What follows belongs to an exercise in optimizing a design on an open flow for small area, a short achievable clock period and few clock cycles per item; a production flow would make more cautious choices.

==> flow/design.v <==
module rectangle_grid_test_pattern (
  input  logic        clk,
  input  logic        rst,
  input  logic        push,
  output logic        full,
  input  logic        restart,
  output logic        empty,
  input  logic        pop,
  output logic [10:0] pixel_x,
  output logic [10:0] pixel_y,
  output logic [23:0] pixel_color,
  output logic        write_enable,
  output logic        frame_end,
  input  logic        cfg_write,
  input  logic [2:0]  cfg_index,
  input  logic [23:0] cfg_data
);
  function automatic logic [10:0] inc11(input logic [10:0] a, input logic ci);
    logic c;
    c = ci;
    for (int i = 0; i < 11; i++) begin
      inc11[i] = a[i] ^ c;
      c        = c & a[i];
    end
  endfunction
  function automatic logic [7:0] inc8(input logic [7:0] a, input logic ci);
    logic c;
    c = ci;
    for (int i = 0; i < 8; i++) begin
      inc8[i] = a[i] ^ c;
      c       = c & a[i];
    end
  endfunction
  function automatic logic [3:0] inc4(input logic [3:0] a);
    logic c;
    c = 1'b1;
    for (int i = 0; i < 4; i++) begin
      inc4[i] = a[i] ^ c;
      c       = c & a[i];
    end
  endfunction
  function automatic logic [10:0] dec11(input logic [10:0] a);
    logic c;
    c = 1'b1;
    for (int i = 0; i < 11; i++) begin
      dec11[i] = a[i] ^ c;
      c        = c & ~a[i];
    end
  endfunction
  function automatic logic ge11(input logic [10:0] a, input logic [10:0] b);
    ge11 = (a >= b);
  endfunction
  function automatic logic ge8(input logic [7:0] a, input logic [7:0] b);
    ge8 = (a >= b);
  endfunction
  function automatic logic [7:0] add8(input logic [7:0] a, input logic [7:0] b);
    add8 = a + b;
  endfunction
  logic [1:0]  mode;
  logic [7:0]  count;
  logic [10:0] rwm1, rhm1, fwm1, fhm1;
  logic        rwnz, rhnz;
  logic [23:0] first;
  logic [7:0]  step;
  wire [10:0] wd    = cfg_data[10:0];
  wire        wd_nz = |wd;
  wire [10:0] wd_m1 = wd_nz ? dec11(wd) : 11'd0;
  always_ff @(posedge clk) begin
    if (rst) begin
      mode  <= 2'd0;
      count <= 8'd1;
      rwm1  <= 11'd0;
      rwnz  <= 1'b0;
      rhm1  <= 11'd0;
      rhnz  <= 1'b0;
      first <= 24'd0;
      step  <= 8'd0;
      fwm1  <= 11'd1023;
      fhm1  <= 11'd767;
    end else if (cfg_write) begin
      case (cfg_index)
        3'd0: mode  <= cfg_data[1:0];
        3'd1: count <= cfg_data[7:0];
        3'd2: begin rwm1 <= wd_m1; rwnz <= wd_nz; end
        3'd3: begin rhm1 <= wd_m1; rhnz <= wd_nz; end
        3'd4: first <= cfg_data;
        3'd5: step  <= cfg_data[7:0];
        3'd6: fwm1  <= wd_m1;
        default: fhm1 <= wd_m1;
      endcase
    end
  end
  wire direct = mode[1] & ~mode[0];
  wire on_st  = (mode[1] ^ mode[0]) & rwnz & rhnz;
  wire [7:0] fr = first[23:16];
  wire [7:0] fg = first[15:8];
  wire [7:0] fb = first[7:0];
  logic [10:0] x, y, ox, oy;
  logic [7:0]  col, row;
  logic        lx, ly, wx, wy, we, fe;       
  logic [7:0]  R, G, B;                      
  logic [7:0]  GA;                           
  logic [7:0]  L;                            
  logic        empty_r, full_r, fresh, pend_v, pend_rs;
  localparam logic [2:0] S_IDLE = 3'd0, S_P1 = 3'd1, S_P2 = 3'd2, S_F1 = 3'd3,
                         S_F2 = 3'd4, S_FL = 3'd5;
  logic [2:0] st;
  logic [3:0] c;
  wire busy = (st != S_IDLE);
  wire nb   = ~busy;
  wire take_in  = push & ~full_r;
  wire out_free = empty_r | pop;
  wire adv      = out_free & (pend_v | take_in);
  wire rs_eff   = pend_v ? pend_rs : restart;
  wire go_org   = adv & rs_eff;
  wire go       = (~fresh & ((adv & ~rs_eff) | cfg_write)) | busy;
  wire wr_col   = cfg_write & (cfg_index[2:1] != 2'b11);    
  wire wr_flag  = cfg_write & (cfg_index[2:1] == 2'b11);    
  wire csat   = &col;
  wire rsat   = &row;
  wire nl     = nb & lx;                         
  wire nf     = nl & ly;                         
  wire colinc = nb & ~lx & wx & ~csat;
  wire rowinc = nl & ~ly & wy & ~rsat;
  wire [10:0] x_n   = nl ? 11'd0 : inc11(x, nb);
  wire [10:0] ox_n  = (nb & (lx | wx)) ? 11'd0 : inc11(ox, nb);
  wire [7:0]  col_n = nl ? 8'd0 : inc8(col, colinc);
  wire [10:0] y_n   = nf ? 11'd0 : inc11(y, nl);
  wire [10:0] oy_n  = (nl & (ly | wy)) ? 11'd0 : inc11(oy, nl);
  wire [7:0]  row_n = nf ? 8'd0 : inc8(row, rowinc);
  wire lx_n = ge11(x_n, fwm1);
  wire ly_n = ge11(y_n, fhm1);
  wire wx_n = ge11(ox_n, rwm1);
  wire wy_n = ge11(oy_n, rhm1);
  wire we_n = on_st & ~ge8(col_n, count) & ~ge8(row_n, count);
  wire cnz  = (count != 8'd0);
  wire lx_o = (fwm1 == 11'd0);
  wire ly_o = (fhm1 == 11'd0);
  wire wx_o = (rwm1 == 11'd0);
  wire wy_o = (rhm1 == 11'd0);
  wire we_o = on_st & cnz;
  wire p1   = (st == S_P1);
  wire p2   = (st == S_P2);
  wire f1   = (st == S_F1);
  wire f2   = (st == S_F2);
  wire [2:0] k = ~c[3:1];
  wire dbl  = ~c[0];
  wire ad1  = p1 & c[0];
  wire ad2  = p2 & c[0];
  wire db1  = p1 & dbl;
  wire lph  = direct ? p1 : p2;                  
  wire col_k = col[k];
  wire row_k = row[k];
  wire cnt_k = count[k];
  wire [7:0] lstep = direct ? step : GA;
  wire sR_step  = colinc | (ad1 & col_k);
  wire sGA_step = (rowinc & direct) | (ad1 & (direct ? row_k : cnt_k));
  wire sL_step  = rowinc | (lph & c[0] & row_k);
  wire nfd      = nf & direct;
  wire [7:0] aR  = nl ? 8'd0 : R;
  wire [7:0] mR  = ({8{sR_step}} & step) | ({8{db1}} & R) | ({8{nl | f1}} & fr);
  wire [7:0] aGA = nfd ? 8'd0 : GA;
  wire [7:0] mGA = ({8{sGA_step}} & step) | ({8{db1}} & GA) | ({8{nfd | (f1 & direct)}} & fg);
  wire [7:0] aL  = nf ? 8'd0 : L;
  wire [7:0] mL  = ({8{sL_step}} & lstep) | ({8{lph & dbl}} & L) | ({8{nf | f1}} & fb);
  wire [7:0] aB  = nl ? (ly ? 8'd0 : L) : B;
  wire [7:0] mB  = ({8{sR_step}} & step) | ({8{db1}} & B) | ({8{nf}} & fb)
                 | ({8{rowinc}} & lstep) | ({8{f2}} & L);
  wire [7:0] sR  = add8(aR, mR);
  wire [7:0] sGA = add8(aGA, mGA);
  wire [7:0] sL  = add8(aL, mL);
  wire [7:0] sB  = add8(aB, mB);
  wire show   = nb | f2;                         
  wire mk_rg  = ~show | (we_n & direct);
  wire mk_b   = ~show | we_n;
  wire seq_end = (f2 | (st == S_FL));
  always_ff @(posedge clk) begin
    if (rst) begin
      x <= '0; y <= '0; ox <= '0; oy <= '0; col <= '0; row <= '0;
      lx <= 1'b0; ly <= 1'b0; wx <= 1'b1; wy <= 1'b1; we <= 1'b0; fe <= 1'b0;
      R <= '0; G <= '0; B <= '0; GA <= '0; L <= '0;
    end else if (go_org) begin
      x <= '0; y <= '0; ox <= '0; oy <= '0; col <= '0; row <= '0;
      lx <= lx_o; ly <= ly_o; wx <= wx_o; wy <= wy_o; we <= we_o; fe <= lx_o & ly_o;
      R  <= (we_o & direct) ? fr : 8'd0;
      G  <= (we_o & direct) ? fg : 8'd0;
      B  <= we_o ? fb : 8'd0;
      GA <= direct ? fg : GA;
      L  <= fb;
    end else if (go) begin
      x <= x_n; y <= y_n; ox <= ox_n; oy <= oy_n; col <= col_n; row <= row_n;
      lx <= lx_n; ly <= ly_n; wx <= wx_n; wy <= wy_n; we <= we_n; fe <= lx_n & ly_n;
      R  <= mk_rg ? sR : 8'd0;
      G  <= (we_n & direct) ? sGA : 8'd0;
      B  <= mk_b ? sB : 8'd0;
      GA <= sGA;
      L  <= sL;
    end
  end
  always_ff @(posedge clk) begin
    if (rst) begin
      empty_r <= 1'b1;
      fresh   <= 1'b1;
      pend_v  <= 1'b0;
      pend_rs <= 1'b0;
      full_r  <= 1'b0;
      st      <= S_IDLE;
      c       <= 4'd0;
    end else begin
      if (adv)      empty_r <= 1'b0;
      else if (pop) empty_r <= 1'b1;
      if (cfg_write) fresh <= 1'b1;
      else if (adv)  fresh <= 1'b0;
      if (take_in & ~out_free) begin
        pend_v  <= 1'b1;
        pend_rs <= restart;
      end else if (out_free) begin
        pend_v  <= 1'b0;
      end
      if (wr_col) begin
        st <= S_P1;
        c  <= 4'd0;
      end else if (wr_flag & (~busy | seq_end)) begin
        st <= S_FL;
      end else begin
        c <= inc4(c);
        case (st)
          S_P1:    if (&c) st <= direct ? S_F1 : S_P2;
          S_P2:    if (&c) st <= S_F1;
          S_F1:    st <= S_F2;
          default: st <= S_IDLE;
        endcase
      end
      full_r <= (take_in & ~out_free) | (pend_v & ~out_free) | cfg_write
              | (busy & ~seq_end);
    end
  end
  assign full         = full_r;
  assign empty        = empty_r;
  assign pixel_x      = x;
  assign pixel_y      = y;
  assign pixel_color  = {R, G, B};
  assign write_enable = we;
  assign frame_end    = fe;
endmodule
==> flow/config.mk <==
export PLATFORM = sky130hd
export DESIGN_NAME = rectangle_grid_test_pattern
export DESIGN_NICKNAME = rectangle_grid_test_pattern
export VERILOG_FILES = /design/flow/design.v
export SDC_FILE = /design/flow/constraint.sdc
export NUM_CORES = 4
export LEC_CHECK = 0
export ABC_CLOCK_PERIOD_IN_PS = 2500
export CAP_MARGIN = 20
export CORE_MARGIN = 2
export CORE_UTILIZATION = 40
export SETUP_SLACK_MARGIN = 5
export SLEW_MARGIN = 20
==> flow/constraint.sdc <==
create_clock -name core_clock -period 8.5 [get_ports {clk}]
set_input_delay 1.7000 -clock core_clock [delete_from_list [all_inputs] [get_ports {clk}]]
set_output_delay 1.7000 -clock core_clock [all_outputs]
set_load 0.01 [all_outputs]
run.sh (not shown) runs the stock make flow with config.mk's settings and CLKGATE_MAP_FILE= SYNTH_SCRIPT=/design/flow/synth_recipe.tcl, a recipe that flattens the netlist after the stock synthesis.
Rerun with:
--- a/flow/design.v
+++ b/flow/design.v
@@ -15,22 +15,12 @@
   input  logic [2:0]  cfg_index,
   input  logic [23:0] cfg_data
 );
   function automatic logic [10:0] inc11(input logic [10:0] a, input logic ci);
-    logic c;
-    c = ci;
-    for (int i = 0; i < 11; i++) begin
-      inc11[i] = a[i] ^ c;
-      c        = c & a[i];
-    end
+    inc11 = a + {10'd0, ci};
   endfunction
   function automatic logic [7:0] inc8(input logic [7:0] a, input logic ci);
-    logic c;
-    c = ci;
-    for (int i = 0; i < 8; i++) begin
-      inc8[i] = a[i] ^ c;
-      c       = c & a[i];
-    end
+    inc8 = a + {7'd0, ci};
   endfunction
   function automatic logic [3:0] inc4(input logic [3:0] a);
     logic c;
     c = 1'b1;
@@ -105,9 +95,9 @@
   localparam logic [2:0] S_IDLE = 3'd0, S_P1 = 3'd1, S_P2 = 3'd2, S_F1 = 3'd3,
                          S_F2 = 3'd4, S_FL = 3'd5;
   logic [2:0] st;
   logic [3:0] c;
-  wire busy = (st != S_IDLE);
+  logic       busy;                              
   wire nb   = ~busy;
   wire take_in  = push & ~full_r;
   wire out_free = empty_r | pop;
   wire adv      = out_free & (pend_v | take_in);
@@ -204,8 +194,9 @@
       pend_v  <= 1'b0;
       pend_rs <= 1'b0;
       full_r  <= 1'b0;
       st      <= S_IDLE;
+      busy    <= 1'b0;
       c       <= 4'd0;
     end else begin
       if (adv)      empty_r <= 1'b0;
       else if (pop) empty_r <= 1'b1;
@@ -217,13 +208,16 @@
       end else if (out_free) begin
         pend_v  <= 1'b0;
       end
       if (wr_col) begin
-        st <= S_P1;
-        c  <= 4'd0;
+        st   <= S_P1;
+        busy <= 1'b1;
+        c    <= 4'd0;
       end else if (wr_flag & (~busy | seq_end)) begin
-        st <= S_FL;
+        st   <= S_FL;
+        busy <= 1'b1;
       end else begin
+        if (seq_end) busy <= 1'b0;
         c <= inc4(c);
         case (st)
           S_P1:    if (&c) st <= direct ? S_F1 : S_P2;
           S_P2:    if (&c) st <= S_F1;
Routed wire length drops by 0.62%.
Final cell count climbs by 3.9%.
Sequential cell count climbs by 1.
Count of clock-buffer cells in the layout climbs by 5.
Synthesized area climbs by 0.66%.
No functional check of the RTL was part of any run of this note.

[separate check: timing with driven ports]
Ports are ideal in the flow. The routed layouts listed here were re-timed in OpenROAD. Step 1 assumes that a clkbuf_16 drives the clock port and a buf_2 every other input. Step 2 adds t to the input delays and takes it off the output delays; t is the mean of the earliest and latest rising clock arrival at the registers after step 1. Input paths then give back, and output paths get back, about the clock's delay inside the block. a / b / c = ideal / step 1 / step 2; a / b = the first two.
| run | t, ns | setup slack, ns | worst setup path at the end | pins driven straight from the clock port |
|---|---|---|---|---|
| the first run | 0.577 | 4.466 / 4.466 / 4.415 | input to register | 1 |
| the second run | 0.591 | 4.801 / 4.801 / 4.305 | input to register | 1 |
After both steps every run listed still meets setup and hold. The setup slack of the second run, which loses most, moves by 0.000 ns with the drivers and by -0.496 ns with both steps.
